Source: an optimization exercise on an open RTL-to-GDS flow (aim: a short achievable clock period and few clock cycles). Production flows keep margins and buffers that such runs may drop. Only simulation tests tie the RTL to the original design; equivalence was not proved. No activity file was given, so power comes from the tool's default toggle rates.

--- config.mk ---
export PLATFORM = sky130hd
export DESIGN_NAME = cache_top
export DESIGN_NICKNAME = cache_top
export VERILOG_FILES = /design/flow/design.v
export SDC_FILE = /design/flow/constraint.sdc
export NUM_CORES = 4
export LEC_CHECK = 0
export CAP_MARGIN = 20
export CORE_MARGIN = 2
export CORE_UTILIZATION = 45
export PLACE_DENSITY = 0.6
export SETUP_SLACK_MARGIN = 0.2
export SLEW_MARGIN = 20
--- constraint.sdc ---
create_clock -name core_clock -period 6.5 [get_ports {clk}]
set_input_delay 1.3000 -clock core_clock [delete_from_list [all_inputs] [get_ports {clk}]]
set_output_delay 1.3000 -clock core_clock [all_outputs]
set_load 0.01 [all_outputs]
--- run.sh ---
#!/bin/bash
# synth_recipe.tcl (not shown) runs the flow's synth.tcl, then flattens the netlist and writes it again
# the make line also repeats each setting of config.mk as NAME=value (left out here)
make -C /OpenROAD-flow-scripts/flow DESIGN_CONFIG=/design/flow/config.mk WORK_HOME=/design/flow/orfs CLKGATE_MAP_FILE= SYNTH_SCRIPT=/design/flow/synth_recipe.tcl finish
--- design.v ---
`default_nettype none
package cache_pkg;
	localparam int addr_w = 16;  
	localparam int data_w = 32;
	localparam int offset_w = 2;
	localparam int words_per_line = 1 << offset_w;
	localparam int line_w = data_w * words_per_line;  
	typedef enum logic [1:0] {
		cache_access,
		physical_write,
		physical_read
	} ctrl_state_e;
endpackage
`default_nettype wire
`default_nettype none
module cache_control (
	input  wire  clk,
	input  wire  rst,
	input  logic cpu_stb,
	input  logic cpu_we,
	input  logic tag_hit,
	input  logic victim_valid,
	input  logic victim_dirty,
	input  logic mem_ack,
	output logic cpu_ack,
	output logic load_valid,
	output logic load_dirty,
	output logic clear_dirty,
	output logic load_tag,
	output logic load_data,
	output logic load_lru,
	output logic pmem_addr_sel,
	output logic cache_in_sel,
	output logic mem_cyc,
	output logic mem_stb,
	output logic mem_we
);
	cache_pkg::ctrl_state_e state;
	cache_pkg::ctrl_state_e next_state;
	always_comb begin : state_actions
		cpu_ack = 1'b0;
		load_valid = 1'b0;
		load_dirty = 1'b0;
		clear_dirty = 1'b0;
		load_tag = 1'b0;
		load_data = 1'b0;
		load_lru = 1'b0;
		pmem_addr_sel = 1'b0;
		cache_in_sel = 1'b0;
		mem_cyc = 1'b0;
		mem_stb = 1'b0;
		mem_we = 1'b0;
		case (state)
			cache_pkg::cache_access: begin
				if (cpu_stb && tag_hit) begin
					cpu_ack = 1'b1;  
					load_lru = 1'b1;
					if (cpu_we) begin
						load_data = 1'b1;
						load_dirty = 1'b1;
						cache_in_sel = 1'b1;  
					end
				end
			end
			cache_pkg::physical_read: begin
				mem_cyc = 1'b1;
				mem_stb = 1'b1;
				if (mem_ack) begin
					load_data = 1'b1;
					load_tag = 1'b1;
					load_valid = 1'b1;
					clear_dirty = 1'b1;
				end
			end
			cache_pkg::physical_write: begin
				pmem_addr_sel = 1'b1;  
				mem_cyc = 1'b1;
				mem_stb = 1'b1;
				mem_we = 1'b1;
			end
			default: begin
				cpu_ack = 1'b0;
			end
		endcase
	end
	always_comb begin : next_state_logic
		next_state = state;
		case (state)
			cache_pkg::cache_access: begin
				if (cpu_stb && !tag_hit) begin
					if (victim_valid && victim_dirty)
						next_state = cache_pkg::physical_write;
					else
						next_state = cache_pkg::physical_read;
				end
			end
			cache_pkg::physical_read: begin
				if (mem_ack)
					next_state = cache_pkg::cache_access;  
			end
			cache_pkg::physical_write: begin
				if (mem_ack)
					next_state = cache_pkg::physical_read;
			end
			default: begin
				next_state = cache_pkg::cache_access;
			end
		endcase
	end
	always_ff @(posedge clk) begin : state_reg
		if (rst)
			state <= cache_pkg::cache_access;
		else
			state <= next_state;
	end
endmodule
`default_nettype wire
`default_nettype none
module cache_datapath #(
	parameter int index_w = 3
) (
	input  wire                                             clk,
	input  wire                                             rst,
	input  logic [cache_pkg::addr_w-1:0]                    cpu_adr,
	input  logic [cache_pkg::data_w-1:0]                    cpu_dat_w,
	output logic [cache_pkg::data_w-1:0]                    cpu_dat_r,
	input  logic                                            load_valid,
	input  logic                                            load_dirty,
	input  logic                                            clear_dirty,
	input  logic                                            load_tag,
	input  logic                                            load_data,
	input  logic                                            load_lru,
	input  logic                                            pmem_addr_sel,
	input  logic                                            cache_in_sel,
	output logic                                            tag_hit,
	output logic                                            victim_valid,
	output logic                                            victim_dirty,
	output logic [cache_pkg::addr_w-cache_pkg::offset_w-1:0] mem_adr,
	output logic [cache_pkg::line_w-1:0]                    mem_dat_w,
	input  logic [cache_pkg::line_w-1:0]                    mem_dat_r
);
	localparam int tag_w = cache_pkg::addr_w - index_w - cache_pkg::offset_w;
	localparam int sets = 1 << index_w;
	logic [tag_w-1:0]              tag_arr [2][sets];
	logic [cache_pkg::line_w-1:0]  line_arr [2][sets];
	logic [sets-1:0]               valid_arr [2];
	logic [sets-1:0]               dirty_arr [2];
	logic [sets-1:0]               lru;  
	logic [tag_w-1:0]               req_tag;
	logic [index_w-1:0]             req_index;
	logic [cache_pkg::offset_w-1:0] req_offset;
	logic                           hit0;
	logic                           hit1;
	logic                           hit_way;
	logic                           victim_way;
	logic                           wr_way;
	logic [cache_pkg::line_w-1:0]   rd_line;
	logic [cache_pkg::line_w-1:0]   merged_line;
	logic [cache_pkg::line_w-1:0]   line_in;
	logic [tag_w-1:0]               victim_tag;
	assign req_tag = cpu_adr[cache_pkg::addr_w-1 -: tag_w];
	assign req_index = cpu_adr[cache_pkg::offset_w +: index_w];
	assign req_offset = cpu_adr[cache_pkg::offset_w-1:0];
	assign hit0 = valid_arr[0][req_index] && (tag_arr[0][req_index] == req_tag);
	assign hit1 = valid_arr[1][req_index] && (tag_arr[1][req_index] == req_tag);
	assign tag_hit = hit0 || hit1;
	assign hit_way = hit1;
	assign victim_way = lru[req_index];
	assign victim_valid = valid_arr[victim_way][req_index];
	assign victim_dirty = dirty_arr[victim_way][req_index];
	assign victim_tag = tag_arr[victim_way][req_index];
	assign wr_way = tag_hit ? hit_way : victim_way;
	assign rd_line = line_arr[hit_way][req_index];
	assign cpu_dat_r = rd_line[req_offset*cache_pkg::data_w +: cache_pkg::data_w];
	always_comb begin : word_merge
		for (int w = 0; w < cache_pkg::words_per_line; w++) begin
			if (cache_pkg::offset_w'(w) == req_offset)
				merged_line[w*cache_pkg::data_w +: cache_pkg::data_w] = cpu_dat_w;
			else
				merged_line[w*cache_pkg::data_w +: cache_pkg::data_w] =
					rd_line[w*cache_pkg::data_w +: cache_pkg::data_w];
		end
	end
	assign line_in = cache_in_sel ? merged_line : mem_dat_r;
	assign mem_adr = pmem_addr_sel ? {victim_tag, req_index} : {req_tag, req_index};
	assign mem_dat_w = line_arr[victim_way][req_index];
	always_ff @(posedge clk) begin : status_bits
		if (rst) begin
			valid_arr[0] <= '0;
			valid_arr[1] <= '0;
			dirty_arr[0] <= '0;
			dirty_arr[1] <= '0;
			lru <= '0;
		end else begin
			if (load_valid)
				valid_arr[wr_way][req_index] <= 1'b1;
			if (load_dirty)
				dirty_arr[wr_way][req_index] <= 1'b1;
			else if (clear_dirty)
				dirty_arr[wr_way][req_index] <= 1'b0;
			if (load_lru)
				lru[req_index] <= ~hit_way;  
		end
	end
	always_ff @(posedge clk) begin : storage
		if (load_tag)
			tag_arr[wr_way][req_index] <= req_tag;
		if (load_data)
			line_arr[wr_way][req_index] <= line_in;
	end
endmodule
`default_nettype wire
`default_nettype none
module cache_top #(
	parameter int index_w = 3
) (
	input  wire                                             clk,
	input  wire                                             rst,
	input  logic                                            cpu_cyc,
	input  logic                                            cpu_stb,
	input  logic                                            cpu_we,
	input  logic [cache_pkg::addr_w-1:0]                    cpu_adr,
	input  logic [cache_pkg::data_w-1:0]                    cpu_dat_w,
	output logic [cache_pkg::data_w-1:0]                    cpu_dat_r,
	output logic                                            cpu_ack,
	output logic                                            mem_cyc,
	output logic                                            mem_stb,
	output logic                                            mem_we,
	output logic [cache_pkg::addr_w-cache_pkg::offset_w-1:0] mem_adr,
	output logic [cache_pkg::line_w-1:0]                    mem_dat_w,
	input  logic [cache_pkg::line_w-1:0]                    mem_dat_r,
	input  logic                                            mem_ack
);
	logic load_valid;
	logic load_dirty;
	logic clear_dirty;
	logic load_tag;
	logic load_data;
	logic load_lru;
	logic pmem_addr_sel;
	logic cache_in_sel;
	logic tag_hit;
	logic victim_valid;
	logic victim_dirty;
	cache_control control_i (
		.clk           (clk),
		.rst           (rst),
		.cpu_stb       (cpu_cyc && cpu_stb),  
		.cpu_we        (cpu_we),
		.tag_hit       (tag_hit),
		.victim_valid  (victim_valid),
		.victim_dirty  (victim_dirty),
		.mem_ack       (mem_ack),
		.cpu_ack       (cpu_ack),
		.load_valid    (load_valid),
		.load_dirty    (load_dirty),
		.clear_dirty   (clear_dirty),
		.load_tag      (load_tag),
		.load_data     (load_data),
		.load_lru      (load_lru),
		.pmem_addr_sel (pmem_addr_sel),
		.cache_in_sel  (cache_in_sel),
		.mem_cyc       (mem_cyc),
		.mem_stb       (mem_stb),
		.mem_we        (mem_we)
	);
	cache_datapath #(
		.index_w (index_w)
	) datapath_i (
		.clk           (clk),
		.rst           (rst),
		.cpu_adr       (cpu_adr),
		.cpu_dat_w     (cpu_dat_w),
		.cpu_dat_r     (cpu_dat_r),
		.load_valid    (load_valid),
		.load_dirty    (load_dirty),
		.clear_dirty   (clear_dirty),
		.load_tag      (load_tag),
		.load_data     (load_data),
		.load_lru      (load_lru),
		.pmem_addr_sel (pmem_addr_sel),
		.cache_in_sel  (cache_in_sel),
		.tag_hit       (tag_hit),
		.victim_valid  (victim_valid),
		.victim_dirty  (victim_dirty),
		.mem_adr       (mem_adr),
		.mem_dat_w     (mem_dat_w),
		.mem_dat_r     (mem_dat_r)
	);
endmodule
`default_nettype wire
==> results.toml <==
[outcome]
outcome = "no timing/DRC/antenna violations"

[sta]
relSlewSlack = 0.264
rsz0062_at_grt = "true"
setup_viol = 0
hold_viol = 0
clock-skew-final_ns = 0.0457
max_freq_mhz = 161
finalCritPeriodShare = 0.954
slew_viol_final = 0
tightest_slew_ns = 1.07
final.min_clock_period_ns = 6.20

[worst_setup_path]
criticalPathCategory = "in2out"
cp.required_ns = 5.20
crit_buf_inv = 4
critPathMaxStageDelay_ns = 0.55
path_max_fanout = 27
crit_path_top_delay_cell = "mux4_2"
crit_chain = "buf_12, mux4_2, mux2i_2, xor2_2, nand2_1, and4bb_4, buf_12, nand3_1, nand3_1, nand4_1, buf_4, clkdlybuf4s50_1"
crit_path_end_kind = "primary output"
worstRegToRegCells = 13
r2r-end = "datapath_i.line_arr[15][71]$_DFFE_PP_"
r2r_start = "datapath_i.tag_arr[14][10]$_DFFE_PP_"
ff2ff_setup_slack_ns = 2.00
arrival_ns = 4.90
critPathLaunchType = "input pin"
critPathTopFamily = "simple AND/OR/NAND/NOR gates"

[synth]
synth-seq-cells = 2266
avgSynthCellArea_um2 = 19.3
synthArstFlopShare = 0
yosysSeqAreaShare = 0.724
synth_nets = 5060
synth_area_um2 = 93900
yosysWarnings = 2
ys.flop_type = "edfxtp_1"
yosysUniqueCellTypes = 74
synth_edf_count = 2256
syn_inst = 4869

[global_routing]
grt_overflow_total = 0
grt_max_degree = 120
grt_pass1_vias = 51700
grt_usage = 0.257
grt_pass1_wl_um = 386000
antenna_found_initial = 19

[routing]
via_count = 52300
post_drt_via_cell_ratio = 6.13
drt_pre_antenna_iters = 7
wl_um = 276000
drt-initial-drc-count = 6694
detail-route-antenna-nets = 0
wire_per_inst_um = 32.3
drc = 0

[layout]
reg_top3 = "datapath_i.line_arr: 2048 flops, datapath_i.tag_arr: 176 flops"
nNetsFinal = 5751
regMostFlops = "datapath_i.line_arr"
largest_reg_flops = 2048
final_cell_mix = "2256 x edfxtp_1, 557 x mux2i_1, 539 x mux4_2"
layout-drive-gt1-share = 0.240
area_growth_syn_to_layout_pct = 18.8
stdcell_count = 8540
mostFrequentLayoutCell = "edfxtp_1"

[pwr]
power_density_nw_per_um2 = 280
cellLeakagePower_uw = 0.0372
total_power_uw = 31200
max-vdd-ir-drop_mv = 0.284

[floorplan]
die-area_um2 = 212000
coreArea_um2 = 207000
rows = 167
die_width_um = 461
pin_count = 360
start_util = 0.453
die_y_um = 461

[cts]
clkSinkCount = 2266
cts_tree = "built"
cts_hold_buf = 0
cts_root_buf = "clkbuf_16"
cts_buffers = 227
clock_path_buffers = 3
h-tree-depth = 4
insertion_delay_ns = 0.88
path_clk_slew_ns = 0.06

[place]
gp_congestion = 0.871
portBuffers = 359
dp_hpwl_um = 165000
placed_cells = 8104

[worst_hold_path]
hold_start = "datapath_i.lru[3]$_SDFFE_PP0P_"
holdPathStages = 2
hold-path-endpoint = "datapath_i.lru[3]$_SDFFE_PP0P_"
hp-class = "reg2reg"

[flow_run]
drv_cap = 0
cell type report:
| cell class | count | area (µm²) |
|---|---|---|
| fill | 16200 | 95800 |
| sequential | 2266 | 67900 |
| multi-input combinational | 2136 | 24100 |
| timing repair buffer | 785 | 8170 |
| clock buffer | 278 | 5920 |
| tap | 2788 | 3490 |
| clock inverter | 134 | 1260 |
| inverter | 144 | 548 |
| antenna | 9 | 22.5 |
synthesized netlist by cell type, types with 9 or more instances:
cell         n  area share
buf_6        9      0.0011
buf_12      10      0.0021
a21oi_1     11     0.00059
buf_1       69      0.0028
buf_4        9     0.00072
nand3_1    274       0.015
edfxtp_1  2256        0.72
and2_1      99      0.0066
a22oi_1     20      0.0016
and3_1      39      0.0026
xor2_1      11      0.0010
mux2i_1    572       0.061
a31oi_1    132      0.0088
dfxtp_1     10      0.0021
nor3_1      15     0.00080
nand4_1     37      0.0025
mux2_2       9      0.0011
mux4_2     539        0.13
buf_2       40      0.0021
nand2_1     35      0.0014
ha_1         9      0.0012
inv_1      142      0.0057
o21ai_0    162      0.0086
nor2_1      52      0.0021
clkbuf_1   184      0.0074
power breakdown:
group	switching, µW	internal, µW	total [µW]	leakage, µW
logic	1350	947	2300	0.0133
registers	9.27	16100	16100	0.0204
clock network	5550	7280	12800	0.00351
total	6910	24300	31200	0.0372
what timing repair did:
action | in CTS | in global routing
pin swaps | 5 | 6
gates resized for setup | 13 | 16
endpoints found under the hold margin | 0 | 0
setup endpoints to repair | 1 | 21
cloned | 2 | 2
buffers inserted | 2 | 9
tightest hold or removal path: stages, from the launching register on:
cell and delay [ns]:
dfxtp_1 0.31, nand2_1 0.05, o21ai_0 0.07
cells by family after synthesis:
logic type               Yosys count  share of synthesized area
flip-flops                      2266                      0.724
multiplexers                    1121                      0.191
AND/OR/NAND/NOR                  602                     0.0349
buffers and inverters            467                     0.0223
AO/OA/AOI/OAI                    390                     0.0252
XOR/XNOR                          14                    0.00131
adder cells (fa/ha/maj)            9                    0.00120
worst max path at each step:
stage | start | to | slack, ns | depth (start not counted)
4_1_cts | cpu_adr[3] | cpu_dat_r[9] | 0.20 | 14
3_3_place_gp | cpu_adr[4] | cpu_dat_r[9] | 0.03 | 15
3_5_place_dp | cpu_adr[4] | cpu_dat_r[9] | -0.03 | 15
6_report | cpu_adr[3] | cpu_dat_r[9] | 0.30 | 12
5_1_grt | cpu_adr[3] | cpu_dat_r[9] | 0.18 | 12
2_1_floorplan | cpu_adr[4] | datapath_i.line_arr[4][0]$_DFFE_PP_ | -1.19 | 11
per-layer routing:
metal,wire length [µm],GRT usage,vias to the layer above
met4,9230,0.0861,0
met1,115000,0.371,27800
met2,127000,0.392,2677
met3,24700,0.0522,468
li1,-,-,21400
met5,0,0,-
through the flow:
stage / setup TNS (ns) / utilization / hold slack (ns) / area, µm² / worst slack (ns)
after floorplan: -2049.45 / - / 0.435 / 93900 / -1.19
after global placement: 0 / 0.501 / 0.462 / 104000 / 0.0338
after detailed placement: -0.0266 / 0.501 / 0.475 / 104000 / -0.0266
after CTS: 0 / 0.537 / 0.486 / 111000 / 0.203
after global routing: 0 / 0.538 / 0.517 / 111000 / 0.178
final: 0 / 0.538 / 0.477 / 111000 / 0.296
Testbench counts, summed over its fixed seeds: cycles 82,051.

static timing again, ports no longer ideal:
The results above use ideal ports. As a check the final layout listed here was re-extracted and re-timed, cells and wires unchanged. Step 1 (the two cells are an assumption about what drives the block):
set clk [get_ports {clk}]
set_driving_cell -lib_cell sky130_fd_sc_hd__clkbuf_16 $clk
set_driving_cell -lib_cell sky130_fd_sc_hd__buf_2 [delete_from_list [all_inputs] $clk]
Step 2, shift: input delay + t, output delay - t, t = (earliest + latest rising clock arrival at the registers) / 2. This alone moves slack from input paths to output paths. Three values: no drivers, after step 1, after step 2; two values: the first two.
shift t [ns]: 0.943
setup slack, ns: 0.296 / 0.231 / 0.231
hold WS [ns]: 0.477 / 0.477 / 0.477
worst setup path after step 2: input to output
cell pins on the clock port's net: 1
After both steps setup and hold are still met in this run. The setup slack of this run moves by -0.065 ns with the drivers and by -0.065 ns with both steps.
